Context: an optimization exercise on an open-source flow, tuned for small area and a short achievable clock period. The choices shown serve that exercise and are no tape-out recipe. Function was checked by simulation only, so behaviour that the tests miss may differ from the original.

==> inputs of exp/amber <==
==> flow/design.v (excerpt) <==
module datapath_unit #(
  parameter int DATA_W    = datapath_pkg::DATA_W,
  parameter int RF_DEPTH  = 1 << datapath_pkg::RF_AW,
  parameter int RAM_DEPTH = 1 << datapath_pkg::RAM_AW
) (
  input  logic                         Clk,
  input  logic                         Reset,
  input  logic [2:0]                   ALU_s,
  input  logic [$clog2(RAM_DEPTH)-1:0] D_addr,
  input  logic                         D_wr,
  input  logic [$clog2(RF_DEPTH)-1:0]  RF_Ra_addr,
  input  logic [$clog2(RF_DEPTH)-1:0]  RF_Rb_addr,
  input  logic                         RF_WenA,
  input  logic                         RF_WenB,
  output logic [DATA_W-1:0]            Ra_data,
  output logic [DATA_W-1:0]            Rb_data,
  output logic [DATA_W-1:0]            ALU_Out,
  output logic                         ALU_Z,
  output logic [DATA_W-1:0]            D_rdata
);
  localparam int RAM_AW = $clog2(RAM_DEPTH);
  localparam int RF_AW  = $clog2(RF_DEPTH);
  logic [RF_DEPTH-1:0][DATA_W-1:0] rf_q;
  logic [DATA_W-1:0]               ra_q, rb_q;
  logic [RF_DEPTH-1:0]             rf_sel_a, rf_sel_b;
  ...
make LEC_CHECK=0 CAP_MARGIN=20 CELL_PAD_IN_SITES_DETAIL_PLACEMENT=1 CELL_PAD_IN_SITES_GLOBAL_PLACEMENT=1 CORE_MARGIN=2 CORE_UTILIZATION=45 CTS_CLUSTER_DIAMETER=90 CTS_CLUSTER_SIZE=25 SETUP_SLACK_MARGIN=3.2 SLEW_MARGIN=20 SYNTH_HIERARCHICAL=1 SYNTH_MINIMUM_KEEP_SIZE=0 TNS_END_PERCENT=0 finish   # period 6.5 ns
run.sh (not shown) runs the stock make flow with config.mk's settings and CLKGATE_MAP_FILE= SYNTH_SCRIPT=/design/flow/synth_recipe.tcl, a recipe that flattens the netlist after the stock synthesis.
==> exp/ember: changes against exp/amber <==
--- a/flow/design.v
+++ b/flow/design.v
@@ -83,34 +83,70 @@
 );
   always_comb begin
     for (int k = 0; k < 8; k++) y[k] = (s == 3'(k));
   end
 endmodule
+module dp_addsub16 #(
+  parameter bit SUB = 1'b0
+) (
+  input  logic [15:0] a,
+  input  logic [15:0] b,
+  output logic [15:0] s
+);
+  logic [15:0]      bb, p0;
+  logic [4:0][15:0] g, p;
+  assign bb = SUB ? ~b : b;
+  assign p0 = a ^ bb;
+  assign p[0] = p0;
+  assign g[0] = {a[15:1] & bb[15:1], SUB ? (a[0] | bb[0]) : (a[0] & bb[0])};
+  for (genvar l = 0; l < 4; l++) begin : g_lvl
+    for (genvar i = 0; i < 16; i++) begin : g_bit
+      if (i >= (1 << l)) begin : g_op
+        assign g[l+1][i] = g[l][i] | (p[l][i] & g[l][i - (1 << l)]);
+        assign p[l+1][i] = p[l][i] & p[l][i - (1 << l)];
+      end else begin : g_pass
+        assign g[l+1][i] = g[l][i];
+        assign p[l+1][i] = p[l][i];
+      end
+    end
+  end
+  assign s = p0 ^ {g[4][14:0], SUB};
+endmodule
 module dp_onehot_mux16 (
   input  logic [15:0] sel,
   input  logic [15:0] d,
   output logic y
 );
   logic n0;
-  dp_aoi222 u_n0 (.a0(sel[0]), .b0(d[0]), .a1(sel[1]), .b1(d[1]), .a2(sel[2]), .b2(d[2]), .y(n0));
+  dp_aoi22 u_n0 (.a0(sel[0]), .b0(d[0]), .a1(sel[1]), .b1(d[1]), .y(n0));
   logic n1;
-  dp_aoi222 u_n1 (.a0(sel[3]), .b0(d[3]), .a1(sel[4]), .b1(d[4]), .a2(sel[5]), .b2(d[5]), .y(n1));
+  dp_aoi22 u_n1 (.a0(sel[2]), .b0(d[2]), .a1(sel[3]), .b1(d[3]), .y(n1));
   logic n2;
-  dp_aoi222 u_n2 (.a0(sel[6]), .b0(d[6]), .a1(sel[7]), .b1(d[7]), .a2(sel[8]), .b2(d[8]), .y(n2));
+  dp_aoi22 u_n2 (.a0(sel[4]), .b0(d[4]), .a1(sel[5]), .b1(d[5]), .y(n2));
   logic n3;
-  dp_aoi222 u_n3 (.a0(sel[9]), .b0(d[9]), .a1(sel[10]), .b1(d[10]), .a2(sel[11]), .b2(d[11]), .y(n3));
+  dp_aoi22 u_n3 (.a0(sel[6]), .b0(d[6]), .a1(sel[7]), .b1(d[7]), .y(n3));
   logic n4;
-  dp_aoi222 u_n4 (.a0(sel[12]), .b0(d[12]), .a1(sel[13]), .b1(d[13]), .a2(sel[14]), .b2(d[14]), .y(n4));
+  dp_aoi22 u_n4 (.a0(sel[8]), .b0(d[8]), .a1(sel[9]), .b1(d[9]), .y(n4));
   logic n5;
-  dp_nand2 u_n5 (.a0(sel[15]), .a1(d[15]), .y(n5));
+  dp_aoi22 u_n5 (.a0(sel[10]), .b0(d[10]), .a1(sel[11]), .b1(d[11]), .y(n5));
+  logic n6;
+  dp_aoi22 u_n6 (.a0(sel[12]), .b0(d[12]), .a1(sel[13]), .b1(d[13]), .y(n6));
+  logic n7;
+  dp_aoi22 u_n7 (.a0(sel[14]), .b0(d[14]), .a1(sel[15]), .b1(d[15]), .y(n7));
   logic t_l0_0;
   dp_nand3 u_t_l0_0 (.a0(n0), .a1(n1), .a2(n2), .y(t_l0_0));
   logic t_l0_1;
   dp_nand3 u_t_l0_1 (.a0(n3), .a1(n4), .a2(n5), .y(t_l0_1));
+  logic t_l0_2;
+  dp_nand2 u_t_l0_2 (.a0(n6), .a1(n7), .y(t_l0_2));
   logic t_l1_0;
   dp_nor2 u_t_l1_0 (.a0(t_l0_0), .a1(t_l0_1), .y(t_l1_0));
-  assign y = ~t_l1_0;
+  logic t_l1_1;
+  dp_nor1 u_t_l1_1 (.a0(t_l0_2), .y(t_l1_1));
+  logic t_l2_0;
+  dp_nand2 u_t_l2_0 (.a0(t_l1_0), .a1(t_l1_1), .y(t_l2_0));
+  assign y = t_l2_0;
 endmodule
 module dp_onehot_mux256 (
   input  logic [255:0] sel,
   input  logic [255:0] d,
   output logic y
@@ -416,28 +452,32 @@
   output logic [DATA_W-1:0]            D_rdata
 );
   localparam int RAM_AW = $clog2(RAM_DEPTH);
   localparam int RF_AW  = $clog2(RF_DEPTH);
   logic [RF_DEPTH-1:0][DATA_W-1:0] rf_q;
+  logic [RF_DEPTH-1:0]             rf_valid;
+  logic [RF_DEPTH-1:0]             rf_rd_a, rf_rd_b;
   logic [DATA_W-1:0]               ra_q, rb_q;
   logic [RF_DEPTH-1:0]             rf_sel_a, rf_sel_b;
   logic [DATA_W-1:0]               ra_next, rb_next;
   logic [DATA_W-1:0]               alu_out;
   logic [DATA_W-1:0]               d_rdata_q;
   always_comb begin
     for (int i = 0; i < RF_DEPTH; i++) begin
       rf_sel_a[i] = (RF_Ra_addr == RF_AW'(i));
       rf_sel_b[i] = (RF_Rb_addr == RF_AW'(i));
+      rf_rd_a[i]  = rf_sel_a[i] && rf_valid[i];
+      rf_rd_b[i]  = rf_sel_b[i] && rf_valid[i];
     end
   end
   for (genvar b = 0; b < DATA_W; b++) begin : g_rf_rd
     logic [RF_DEPTH-1:0] col;
     for (genvar i = 0; i < RF_DEPTH; i++) begin : g_col
       assign col[i] = rf_q[i][b];
     end
-    dp_onehot_mux16 u_mux_a (.sel(rf_sel_a), .d(col), .y(ra_next[b]));
-    dp_onehot_mux16 u_mux_b (.sel(rf_sel_b), .d(col), .y(rb_next[b]));
+    dp_onehot_mux16 u_mux_a (.sel(rf_rd_a), .d(col), .y(ra_next[b]));
+    dp_onehot_mux16 u_mux_b (.sel(rf_rd_b), .d(col), .y(rb_next[b]));
   end
   logic [RF_DEPTH-1:0]             rf_we_a, rf_we_b, rf_hold;
   logic [RF_DEPTH-1:0][DATA_W-1:0] rf_d;
   always_comb begin
     for (int i = 0; i < RF_DEPTH; i++) begin
@@ -454,53 +494,56 @@
         .a2 (rf_hold[i]), .b2 (rf_q[i][b]),
         .y  (rf_d[i][b])
       );
     end
   end
+  always_ff @(posedge Clk) begin
+    rf_q <= rf_d;
+  end
   always_ff @(posedge Clk or posedge Reset) begin
     if (Reset) begin
-      rf_q <= '0;
-      ra_q <= '0;
-      rb_q <= '0;
+      rf_valid <= '0;
+      ra_q     <= '0;
+      rb_q     <= '0;
     end else begin
-      rf_q <= rf_d;
-      ra_q <= ra_next;
-      rb_q <= rb_next;
+      rf_valid <= rf_valid | ~rf_hold;
+      ra_q     <= ra_next;
+      rb_q     <= rb_next;
     end
   end
   assign Ra_data = ra_q;
   assign Rb_data = rb_q;
   logic [DATA_W-1:0] sum_d, diff_d, inc_d;
   logic              z_pass_d, z_add_d, z_eq_d, z_and_d, z_or_d, z_ones_d;
-  assign sum_d    = ra_next + rb_next;
-  assign diff_d   = ra_next - rb_next;
+  dp_addsub16 #(.SUB(1'b0)) u_add (.a(ra_next), .b(rb_next), .s(sum_d));
+  dp_addsub16 #(.SUB(1'b1)) u_sub (.a(ra_next), .b(rb_next), .s(diff_d));
   assign inc_d    = ra_next + 1'b1;
   assign z_pass_d = ~|ra_next;
   assign z_add_d  = &((ra_next ^ rb_next) ~^ {ra_next[DATA_W-2:0] | rb_next[DATA_W-2:0], 1'b0});
   assign z_eq_d   = (ra_next == rb_next);
   assign z_and_d  = ~|(ra_next & rb_next);
   assign z_or_d   = ~|(ra_next | rb_next);
   assign z_ones_d = &ra_next;
-  logic [DATA_W-1:0] sum_q, diff_q, inc_q, ram_wd_q;
+  logic [DATA_W-1:0] sum_q, diff_q, inc_q, ram_wdn_q;
   logic              z_pass_q, z_add_q, z_eq_q, z_and_q, z_or_q, z_ones_q;
   always_ff @(posedge Clk or posedge Reset) begin
     if (Reset) begin
       sum_q    <= '0;
       diff_q   <= '0;
       inc_q    <= DATA_W'(1);
-      ram_wd_q <= '0;
+      ram_wdn_q <= '1;
       z_pass_q <= 1'b1;
       z_add_q  <= 1'b1;
       z_eq_q   <= 1'b1;
       z_and_q  <= 1'b1;
       z_or_q   <= 1'b1;
       z_ones_q <= 1'b0;
     end else begin
       sum_q    <= sum_d;
       diff_q   <= diff_d;
       inc_q    <= inc_d;
-      ram_wd_q <= ra_next;
+      ram_wdn_q <= ~ra_next;
       z_pass_q <= z_pass_d;
       z_add_q  <= z_add_d;
       z_eq_q   <= z_eq_d;
       z_and_q  <= z_and_d;
       z_or_q   <= z_or_d;
@@ -560,37 +603,42 @@
       .a1 (op_rf[datapath_pkg::ALU_INC]),  .b1 (inc_q[b]),
       .y  (n2)
     );
     assign alu_out[b] = ~(n0 & n1 & n2);
   end
-  logic zn0, zn1, zn2;
+  logic zn0, zn1, zn2, zn3;
   dp_aoi22 u_z0 (
     .a0 (op_q4[0][datapath_pkg::ALU_PASS]), .b0 (z_pass_q),
     .a1 (op_q4[0][datapath_pkg::ALU_ADD]),  .b1 (z_add_q),
     .y  (zn0)
   );
   dp_aoi22 u_z1 (
-    .a0 (op_q4[0][datapath_pkg::ALU_SUB] | op_q4[0][datapath_pkg::ALU_XOR]), .b0 (z_eq_q),
+    .a0 (op_q4[0][datapath_pkg::ALU_SUB]),  .b0 (z_eq_q),
     .a1 (op_q4[0][datapath_pkg::ALU_AND]),  .b1 (z_and_q),
     .y  (zn1)
   );
   dp_aoi22 u_z2 (
     .a0 (op_q4[0][datapath_pkg::ALU_OR]),   .b0 (z_or_q),
-    .a1 (op_q4[0][datapath_pkg::ALU_NOT] | op_q4[0][datapath_pkg::ALU_INC]), .b1 (z_ones_q),
+    .a1 (op_q4[0][datapath_pkg::ALU_XOR]),  .b1 (z_eq_q),
     .y  (zn2)
   );
-  assign ALU_Z   = ~(zn0 & zn1 & zn2);
+  dp_aoi22 u_z3 (
+    .a0 (op_q4[0][datapath_pkg::ALU_NOT]),  .b0 (z_ones_q),
+    .a1 (op_q4[0][datapath_pkg::ALU_INC]),  .b1 (z_ones_q),
+    .y  (zn3)
+  );
+  assign ALU_Z   = ~(zn0 & zn1 & zn2 & zn3);
   assign ALU_Out = alu_port;
   logic [RAM_DEPTH-1:0][DATA_W-1:0] ram_q;
   logic [RAM_DEPTH-1:0]             ram_sel;
   logic [DATA_W-1:0]                rd;
   always_comb begin
     for (int w = 0; w < RAM_DEPTH; w++) ram_sel[w] = (D_addr == RAM_AW'(w));
   end
   always_ff @(posedge Clk) begin
     for (int w = 0; w < RAM_DEPTH; w++)
-      if (D_wr && !Reset && ram_sel[w]) ram_q[w] <= ram_wd_q;
+      if (D_wr && !Reset && ram_sel[w]) ram_q[w] <= ~ram_wdn_q;
   end
   for (genvar b = 0; b < DATA_W; b++) begin : g_ram_rd
     logic [RAM_DEPTH-1:0] col;
     for (genvar w = 0; w < RAM_DEPTH; w++) begin : g_col
       assign col[w] = ram_q[w][b];
TNS_END_PERCENT = 5   (was 0)
==> exp/maple: changes against exp/amber <==
--- a/flow/design.v
+++ b/flow/design.v
@@ -83,11 +83,39 @@
 );
   always_comb begin
     for (int k = 0; k < 8; k++) y[k] = (s == 3'(k));
   end
 endmodule
-module dp_onehot_mux16 (
+module dp_addsub16n #(
+  parameter bit SUB = 1'b0
+) (
+  input  logic [15:0] an,
+  input  logic [15:0] bn,
+  output logic [15:0] s
+);
+  logic [15:0]      a, b, bb, p0;
+  assign a = ~an;
+  assign b = ~bn;
+  logic [4:0][15:0] g, p;
+  assign bb = SUB ? ~b : b;
+  assign p0 = a ^ bb;
+  assign p[0] = p0;
+  assign g[0] = {a[15:1] & bb[15:1], SUB ? (a[0] | bb[0]) : (a[0] & bb[0])};
+  for (genvar l = 0; l < 4; l++) begin : g_lvl
+    for (genvar i = 0; i < 16; i++) begin : g_bit
+      if (i >= (1 << l)) begin : g_op
+        assign g[l+1][i] = g[l][i] | (p[l][i] & g[l][i - (1 << l)]);
+        assign p[l+1][i] = p[l][i] & p[l][i - (1 << l)];
+      end else begin : g_pass
+        assign g[l+1][i] = g[l][i];
+        assign p[l+1][i] = p[l][i];
+      end
+    end
+  end
+  assign s = p0 ^ {g[4][14:0], SUB};
+endmodule
+module dp_onehot_mux16n (
   input  logic [15:0] sel,
   input  logic [15:0] d,
   output logic y
 );
   logic n0;
@@ -106,11 +134,11 @@
   dp_nand3 u_t_l0_0 (.a0(n0), .a1(n1), .a2(n2), .y(t_l0_0));
   logic t_l0_1;
   dp_nand3 u_t_l0_1 (.a0(n3), .a1(n4), .a2(n5), .y(t_l0_1));
   logic t_l1_0;
   dp_nor2 u_t_l1_0 (.a0(t_l0_0), .a1(t_l0_1), .y(t_l1_0));
-  assign y = ~t_l1_0;
+  assign y = t_l1_0;
 endmodule
 module dp_onehot_mux256 (
   input  logic [255:0] sel,
   input  logic [255:0] d,
   output logic y
@@ -416,29 +444,35 @@
   output logic [DATA_W-1:0]            D_rdata
 );
   localparam int RAM_AW = $clog2(RAM_DEPTH);
   localparam int RF_AW  = $clog2(RF_DEPTH);
   logic [RF_DEPTH-1:0][DATA_W-1:0] rf_q;
+  logic [RF_DEPTH-1:0]             rf_valid;
+  logic [RF_DEPTH-1:0]             rf_rd_a, rf_rd_b;
   logic [DATA_W-1:0]               ra_q, rb_q;
   logic [RF_DEPTH-1:0]             rf_sel_a, rf_sel_b;
-  logic [DATA_W-1:0]               ra_next, rb_next;
+  logic [DATA_W-1:0]               ra_next, rb_next, ra_n, rb_n;
   logic [DATA_W-1:0]               alu_out;
   logic [DATA_W-1:0]               d_rdata_q;
   always_comb begin
     for (int i = 0; i < RF_DEPTH; i++) begin
       rf_sel_a[i] = (RF_Ra_addr == RF_AW'(i));
       rf_sel_b[i] = (RF_Rb_addr == RF_AW'(i));
+      rf_rd_a[i]  = rf_sel_a[i] && rf_valid[i];
+      rf_rd_b[i]  = rf_sel_b[i] && rf_valid[i];
     end
   end
   for (genvar b = 0; b < DATA_W; b++) begin : g_rf_rd
     logic [RF_DEPTH-1:0] col;
     for (genvar i = 0; i < RF_DEPTH; i++) begin : g_col
       assign col[i] = rf_q[i][b];
     end
-    dp_onehot_mux16 u_mux_a (.sel(rf_sel_a), .d(col), .y(ra_next[b]));
-    dp_onehot_mux16 u_mux_b (.sel(rf_sel_b), .d(col), .y(rb_next[b]));
+    dp_onehot_mux16n u_mux_a (.sel(rf_rd_a), .d(col), .y(ra_n[b]));
+    dp_onehot_mux16n u_mux_b (.sel(rf_rd_b), .d(col), .y(rb_n[b]));
   end
+  assign ra_next = ~ra_n;
+  assign rb_next = ~rb_n;
   logic [RF_DEPTH-1:0]             rf_we_a, rf_we_b, rf_hold;
   logic [RF_DEPTH-1:0][DATA_W-1:0] rf_d;
   always_comb begin
     for (int i = 0; i < RF_DEPTH; i++) begin
       rf_we_a[i] = RF_WenA && rf_sel_a[i];
@@ -454,53 +488,56 @@
         .a2 (rf_hold[i]), .b2 (rf_q[i][b]),
         .y  (rf_d[i][b])
       );
     end
   end
+  always_ff @(posedge Clk) begin
+    rf_q <= rf_d;
+  end
   always_ff @(posedge Clk or posedge Reset) begin
     if (Reset) begin
-      rf_q <= '0;
-      ra_q <= '0;
-      rb_q <= '0;
+      rf_valid <= '0;
+      ra_q     <= '0;
+      rb_q     <= '0;
     end else begin
-      rf_q <= rf_d;
-      ra_q <= ra_next;
-      rb_q <= rb_next;
+      rf_valid <= rf_valid | ~rf_hold;
+      ra_q     <= ra_next;
+      rb_q     <= rb_next;
     end
   end
   assign Ra_data = ra_q;
   assign Rb_data = rb_q;
   logic [DATA_W-1:0] sum_d, diff_d, inc_d;
   logic              z_pass_d, z_add_d, z_eq_d, z_and_d, z_or_d, z_ones_d;
-  assign sum_d    = ra_next + rb_next;
-  assign diff_d   = ra_next - rb_next;
+  dp_addsub16n #(.SUB(1'b0)) u_add (.an(ra_n), .bn(rb_n), .s(sum_d));
+  dp_addsub16n #(.SUB(1'b1)) u_sub (.an(ra_n), .bn(rb_n), .s(diff_d));
   assign inc_d    = ra_next + 1'b1;
   assign z_pass_d = ~|ra_next;
   assign z_add_d  = &((ra_next ^ rb_next) ~^ {ra_next[DATA_W-2:0] | rb_next[DATA_W-2:0], 1'b0});
   assign z_eq_d   = (ra_next == rb_next);
   assign z_and_d  = ~|(ra_next & rb_next);
   assign z_or_d   = ~|(ra_next | rb_next);
   assign z_ones_d = &ra_next;
-  logic [DATA_W-1:0] sum_q, diff_q, inc_q, ram_wd_q;
+  logic [DATA_W-1:0] sum_q, diff_q, inc_q, ram_wdn_q;
   logic              z_pass_q, z_add_q, z_eq_q, z_and_q, z_or_q, z_ones_q;
   always_ff @(posedge Clk or posedge Reset) begin
     if (Reset) begin
       sum_q    <= '0;
       diff_q   <= '0;
       inc_q    <= DATA_W'(1);
-      ram_wd_q <= '0;
+      ram_wdn_q <= '1;
       z_pass_q <= 1'b1;
       z_add_q  <= 1'b1;
       z_eq_q   <= 1'b1;
       z_and_q  <= 1'b1;
       z_or_q   <= 1'b1;
       z_ones_q <= 1'b0;
     end else begin
       sum_q    <= sum_d;
       diff_q   <= diff_d;
       inc_q    <= inc_d;
-      ram_wd_q <= ra_next;
+      ram_wdn_q <= ra_n;
       z_pass_q <= z_pass_d;
       z_add_q  <= z_add_d;
       z_eq_q   <= z_eq_d;
       z_and_q  <= z_and_d;
       z_or_q   <= z_or_d;
@@ -560,37 +597,42 @@
       .a1 (op_rf[datapath_pkg::ALU_INC]),  .b1 (inc_q[b]),
       .y  (n2)
     );
     assign alu_out[b] = ~(n0 & n1 & n2);
   end
-  logic zn0, zn1, zn2;
+  logic zn0, zn1, zn2, zn3;
   dp_aoi22 u_z0 (
     .a0 (op_q4[0][datapath_pkg::ALU_PASS]), .b0 (z_pass_q),
     .a1 (op_q4[0][datapath_pkg::ALU_ADD]),  .b1 (z_add_q),
     .y  (zn0)
   );
   dp_aoi22 u_z1 (
-    .a0 (op_q4[0][datapath_pkg::ALU_SUB] | op_q4[0][datapath_pkg::ALU_XOR]), .b0 (z_eq_q),
+    .a0 (op_q4[0][datapath_pkg::ALU_SUB]),  .b0 (z_eq_q),
     .a1 (op_q4[0][datapath_pkg::ALU_AND]),  .b1 (z_and_q),
     .y  (zn1)
   );
   dp_aoi22 u_z2 (
     .a0 (op_q4[0][datapath_pkg::ALU_OR]),   .b0 (z_or_q),
-    .a1 (op_q4[0][datapath_pkg::ALU_NOT] | op_q4[0][datapath_pkg::ALU_INC]), .b1 (z_ones_q),
+    .a1 (op_q4[0][datapath_pkg::ALU_XOR]),  .b1 (z_eq_q),
     .y  (zn2)
   );
-  assign ALU_Z   = ~(zn0 & zn1 & zn2);
+  dp_aoi22 u_z3 (
+    .a0 (op_q4[0][datapath_pkg::ALU_NOT]),  .b0 (z_ones_q),
+    .a1 (op_q4[0][datapath_pkg::ALU_INC]),  .b1 (z_ones_q),
+    .y  (zn3)
+  );
+  assign ALU_Z   = ~(zn0 & zn1 & zn2 & zn3);
   assign ALU_Out = alu_port;
   logic [RAM_DEPTH-1:0][DATA_W-1:0] ram_q;
   logic [RAM_DEPTH-1:0]             ram_sel;
   logic [DATA_W-1:0]                rd;
   always_comb begin
     for (int w = 0; w < RAM_DEPTH; w++) ram_sel[w] = (D_addr == RAM_AW'(w));
   end
   always_ff @(posedge Clk) begin
     for (int w = 0; w < RAM_DEPTH; w++)
-      if (D_wr && !Reset && ram_sel[w]) ram_q[w] <= ram_wd_q;
+      if (D_wr && !Reset && ram_sel[w]) ram_q[w] <= ~ram_wdn_q;
   end
   for (genvar b = 0; b < DATA_W; b++) begin : g_ram_rd
     logic [RAM_DEPTH-1:0] col;
     for (genvar w = 0; w < RAM_DEPTH; w++) begin : g_col
       assign col[w] = ram_q[w][b];
SETUP_SLACK_MARGIN = 2.9   (was 3.2)
TNS_END_PERCENT = 8   (was 0)
==> flow_metrics.tcl <==
set metrics [dict create \
    status "no timing/DRC/antenna violations" \
    wl_met2_um 251000 \
    avgSynthCellArea_um2 18.3 \
    place_inst 14500 \
    final_util_pct 51.3 \
    slew-limit-headroom_pct 18.3 \
    placed_area_um2 177000 \
    ys_top_cells_by_count "4096 x edfxtp_1, 1808 x a222oi_1, 907 x nor2_1, 657 x nand3_1, 411 x inv_1" \
    crit_cells 19 \
    worstMarginPinSlew_ns 1.22 \
]
(the above is from exp/amber)
==> flow_metrics.tcl <==
set metrics [dict create \
    status "no timing/DRC/antenna violations" \
    slew-limit-headroom_pct 21.3 \
    p_int_mw 43.4 \
    cts_tree "done" \
    avgSynthCellArea_um2 18.2 \
    rsz0062_at_grt "yes" \
    dieWidth_um 611 \
    place_inst 14500 \
    wl_met2_um 262000 \
    final_util_pct 51.8 \
    ys_top_cells_by_count "4096 x edfxtp_1, 1648 x a222oi_1, 823 x nor2_1, 642 x nand3_1, 442 x inv_1" \
    placed_area_um2 178000 \
    worstMarginPinSlew_ns 1.18 \
]
(the above is from exp/ember)
==> flow_metrics.tcl <==
set metrics [dict create \
    status "no timing/DRC/antenna violations" \
    worstMarginPinSlew_ns 1.20 \
    final_util_pct 51.2 \
    place_inst 14400 \
    ys_top_cells_by_count "4096 x edfxtp_1, 1808 x a222oi_1, 856 x nor2_1, 645 x nand3_1, 441 x inv_1" \
    avgSynthCellArea_um2 18.2 \
]
(the above is from exp/maple)

re-timing with driven ports:
Ports are ideal in the flow. The routed layouts listed here were re-timed in OpenROAD.
Step 1 sets driving cells, clkbuf_16 on the clock port and buf_2 on the other inputs (assumed; they add their load-dependent delay and slew).
Step 2 also shifts input and output timing later by t, the mid clock arrival at the registers, as if the neighbouring blocks saw the same clock.
Three values: ideal ports, drivers, drivers and shift; two values: the first two.
| run | shift t [ns] | setup WS [ns] | worst setup path at the end | clock arrival spread, ns |
|---|---|---|---|---|
| exp/amber | 1.067 | 2.531 / 2.555 / 1.494 | input to register | 0.089 / 0.089 |
| exp/ember | 1.067 | 2.816 / 2.595 / 1.956 | input to register | 0.078 / 0.079 |
| exp/maple | 1.061 | 2.664 / 2.522 / 1.637 | input to register | 0.063 / 0.064 |
After both steps setup and hold are still met in every run listed. For exp/amber, which loses most, drivers alone change the setup slack by +0.024 ns; drivers and shift together by -1.037 ns.
